Source: an optimization exercise on an open RTL-to-GDS flow (aim: small area, a short achievable clock period and few clock cycles). Production flows keep margins and buffers that such runs may drop. Only simulation tests tie the RTL to the original design; equivalence was not proved. Power is estimated from default activity; no workload was simulated.

==> flow/design.v (excerpt) <==
module pairwise_genotype_tract_lengths
(
    input  logic                          clk,
    input  logic                          rst_n,
    input  logic                          cfg_valid,
    output logic                          cfg_ready,
    input  logic [pgtl_pkg::POS_W-1:0]    cfg_long_tract_min,
    input  logic                          site_valid,
    output logic                          site_ready,
    input  logic                          site_new_scaffold,
    input  logic                          site_is_indel,
    input  logic [pgtl_pkg::POS_W-1:0]    site_position,
    input  logic [pgtl_pkg::GENO_W-1:0]   site_genotypes,
    output logic                          result_valid,
    input  logic                          result_ready,
    output logic [pgtl_pkg::SAMPLE_W-1:0] result_first_sample,
    output logic [pgtl_pkg::SAMPLE_W-1:0] result_second_sample,
    output logic [pgtl_pkg::POS_W-1:0]    result_tract_length,
    output logic                          result_long_tract,
    output logic                          result_last_of_site
);
    localparam int NP = pgtl_pkg::PAIR_SLOTS;
    localparam int PW = pgtl_pkg::POS_W;
    localparam int NS = pgtl_pkg::SAMPLE_COUNT;
    function automatic logic [NP-1:0] below(input logic [NP-1:0] m);
        logic [NP-1:0] o;
        logic [NP-1:0] n;
        o = m;
        for (int l = 0; (1 << l) < NP; l++)
        begin
            n = o;
            for (int i = 0; i < NP; i++)
                if (((i >> l) & 1) == 1)
                    n[i] = o[i] | o[((i >> l) << l) - 1];
            o = n;
        end
        below = {o[NP-2:0], 1'b0};
    endfunction
    logic [PW-1:0] long_min_reg;
    assign cfg_ready = 1'b1;
    always_ff @(posedge clk or negedge rst_n)
    begin
        if (!rst_n)
            long_min_reg <= pgtl_pkg::LONG_TRACT_MIN_RESET;
        else if (cfg_valid)
            long_min_reg <= cfg_long_tract_min;
    end
    logic          s_empty;
    logic          s_valid;
    logic          s_ns;
    logic          s_nz;
    logic [PW-1:0] s_pos;
    logic [NP-1:0] s_mask;
    logic [NP-1:0] in_mask;
    logic          in_nz;
  ...
Size in the first run: roughly 1200 flip-flops.
Settings: LEC_CHECK=0, CAP_MARGIN=20, CORE_MARGIN=2, CORE_UTILIZATION=50, CTS_CLUSTER_DIAMETER=80, CTS_CLUSTER_SIZE=25, SETUP_SLACK_MARGIN=3.0, SLEW_MARGIN=20; clock period 5.5 ns.
run.sh (not shown) runs the stock make flow with config.mk's settings and CLKGATE_MAP_FILE= SYNTH_SCRIPT=/design/flow/synth_recipe.tcl, a recipe that flattens the netlist after the stock synthesis.
Testbench counts at the start, summed over its fixed seeds: cycles 25,627.
Next try:
Settings changed: SETUP_SLACK_MARGIN 3.0 to 2.6.
Result:
- The changed run completed without violations
- power came out lower by 5.1%
- cell count came out lower by 3.8%
- worst hold slack hardly moves
- setup slack loses 180 ps
- global-route usage came out lower by 1.8 points
- count of clock-buffer cells in the layout came out lower by 11
- cell area came out lower by 4.7%
- utilization came out lower by 2.8 points
- maximum frequency came out lower by about 6%
- critical path depth came out lower by 4
- combinational power came out lower by about 15%
Next try:
Settings changed: CORE_UTILIZATION 50 to 65, SETUP_SLACK_MARGIN 2.6 to 3.0.
What happened: The new run went through all stages and came out clean; clock-buffer cell count goes up by 8; wire length goes up by 5.3%; final cell count goes down by 2.0%; power goes up by 5.6%; sequential power stays flat; first-iteration DRC count goes up by 27%; sequential share of layout area goes down by 2.8 points; non-clock buffer count goes up by 131; global-route usage goes up by 9.6 points; maximum frequency goes up by 8.3%.

========
pairwise_genotype_tract_lengths, a different RTL version from the one above (not shown whole).
Size in the first run: about 2900 cells after synthesis, about 130 I/O pins, about 47000 um2 of cells after synthesis.
Settings: LEC_CHECK=0, CAP_MARGIN=20, CORE_MARGIN=2, CORE_UTILIZATION=65, CTS_CLUSTER_DIAMETER=100, CTS_CLUSTER_SIZE=30, SETUP_SLACK_MARGIN=3.0, SLEW_MARGIN=20; clock period 5.5 ns.
Testbench counts at the start, summed over its fixed seeds: cycles 25,635.
Then changed:
Settings changed: ABC_AREA set to 1, CTS_CLUSTER_DIAMETER 100 to 80, CTS_CLUSTER_SIZE 30 to 25.
Result: The new run passed the timing, design-rule and antenna checks; power rose by about 1.4%; die area rises by 2.6%; sequential cell count stays the same; first-iteration DRC count barely changes; hold slack loses 0.0064 ns; worst setup slack got worse by 0.11 ns; global-route usage shrinks by 2.3 points; register-to-register slack got worse by 0.11 ns; synthesized cell count climbs by about 30%; maximum frequency drops by about 4%.
Then changed:
Settings changed: ABC_AREA 1 to not set, TNS_END_PERCENT set to 10.
Final area went down by 4.8%.
Fmax went down by 1.1%.
Die area went down by 2.6%.
Critical path depth went down by 1.
Non-clock buffer count went down by 52.
Then changed:
Settings changed: TNS_END_PERCENT 10 to not set.
After rerunning: The new run completed without violations; area after synthesis does not change; total power is higher by 1.7%; design area came out higher by 0.92%; sequential power hardly moves; hold slack is worse by 0.0095 ns.

========
build 6:
pairwise_genotype_tract_lengths, a different RTL version from the one above (not shown whole).
Size in the first run: ~2800 cells after synthesis, ~1200 flip-flops, roughly 130 I/O pins, ~47000 sq um of cells after synthesis.
make LEC_CHECK=0 CAP_MARGIN=20 CORE_MARGIN=2 CORE_UTILIZATION=65 CTS_CLUSTER_DIAMETER=80 CTS_CLUSTER_SIZE=25 SETUP_SLACK_MARGIN=3.6 SLEW_MARGIN=20 finish   # period 5.5 ns
Testbench counts of build 6, summed over its fixed seeds: cycles 25,635.
> inputs changed (build 6 -> build 17)
Settings: swapping 65 for 70 in CORE_UTILIZATION; swapping 3.6 for 3.3 in SETUP_SLACK_MARGIN.
==> run notes <==
Endpoint of the most critical setup path = a_rest[27]: build 17; endpoint of the most critical setup path = b_p[9]: build 6
Build 17 vs. build 6: worst reg-to-reg path cell count dropped 1, cell area has decreased.
Build 6 -> build 17: cell total after placement decreased by a few percent
Via count of build 17 falls short of that of build 6 by a few percent.
## Diff of input files: build 60 against build 17
Settings: CORE_UTILIZATION: 70 -> 65.
--- outcome ---
- Delta(count of inverters other than clock inverters in the layout, build 60 - build 17) > 0
- Between build 60 and build 17, it is build 60 whose depth of the worst register-to-register path is higher, by 3.
- Build 60 against build 17: total routed wirelength decreased by 1.7% relative to the old numbers; area of the multi-input gates decreased by 1.5% relative to the old numbers; transition time at the pin with the least slew margin decreased by 87 ps relative to the old numbers; highest net fanout along the worst path closely matched the old numbers.
- Looking at critical path startpoint, the a_oh[27] result is from build 60; the s_mask[1] one comes from build 17.
- Relative to build 17, the via count measured on build 60 has decreased by a few percent.
Setup changes, build 60 to build 59
Settings: swapping 65 for 60 in CORE_UTILIZATION.
--- outcome ---
From build 59 to build 60, number of synthesized flops with an enable pin did not move at all.
Build 59: routed wire length higher than build 60
Clock network fraction of design power essentially unchanged between build 60 and build 59.
Delta (build 59 minus build 60): layout overhead on the synthesized area has increased, global-route wire length before repair has increased.
Re worst-case clock buffer depth: no difference whatsoever between build 59 and build 60.
Build 59 against build 60; number of clock buffer instances in the layout is down by more than 10%.
## Diff of input files: build 89 against build 59
Settings: CORE_UTILIZATION: 60 -> 65; SETUP_SLACK_MARGIN: 3.3 -> 3.0.
In build 89, the wire length came out 9000 um below the value in build 59.
Compare build 89 and build 59 | layout clock buffer count lower: build 89
In build 89 the number of well taps turned out about 9% lower than in build 59.
Summary of build 89 over build 59: non-clock buffer count went down, compound-gate portion of the synthesized area did not really move, measured slew at the worst slew-check pin went down.

port drivers added, routing unchanged:
In the flow no input, the clock included, has a driving cell. The finished layouts below were timed again as built, in two steps. Step 1, drivers: a clkbuf_16 drives clk and a buf_2 each remaining input, both assumed. Step 2 times the ports against the registers' clock, not the clock port: input delays grow and output delays shrink by t, the midpoint of the rising clock arrivals with the driver on. Slacks: no drivers / after step 1 / after step 2; pairs: no drivers / after step 1.
run	t (ns)	setup slack, ns	hold slack, ns	latest minus earliest clock arrival (ns)	cell pins on the clock port's net
the first run of note 1	0.739	2.723 / 2.723 / 2.194	0.425 / 0.425 / 0.425	0.032 / 0.032	1
the second run of note 1	0.740	2.543 / 2.543 / 1.854	0.424 / 0.424 / 0.424	0.048 / 0.048	1
the third run of note 1	0.742	2.770 / 2.770 / 2.298	0.428 / 0.428 / 0.428	0.037 / 0.037	1
the first run of note 2	0.725	2.936 / 2.936 / 2.307	0.431 / 0.431 / 0.431	0.040 / 0.040	1
the second run of note 2	0.740	2.826 / 2.826 / 2.296	0.425 / 0.425 / 0.425	0.052 / 0.053	1
the third run of note 2	0.746	2.797 / 2.754 / 2.193	0.419 / 0.419 / 0.419	0.040 / 0.039	1
the fourth run of note 2	0.764	2.927 / 2.927 / 2.269	0.409 / 0.409 / 0.409	0.052 / 0.053	1
build 6	0.750	2.966 / 2.966 / 2.660	0.426 / 0.426 / 0.426	0.055 / 0.055	1
build 17	0.751	2.885 / 2.885 / 2.577	0.425 / 0.425 / 0.425	0.033 / 0.032	1
build 60	0.754	2.949 / 2.949 / 2.608	0.418 / 0.418 / 0.418	0.051 / 0.050	1
build 59	0.752	2.921 / 2.921 / 2.555	0.426 / 0.426 / 0.426	0.041 / 0.041	1
build 89	0.748	2.933 / 2.933 / 2.282	0.419 / 0.419 / 0.419	0.034 / 0.035	1
After both steps setup and hold are still met in every run listed. The setup slack of the second run of note 1, which loses most, moves by 0.000 ns with the drivers and by -0.689 ns with both steps.
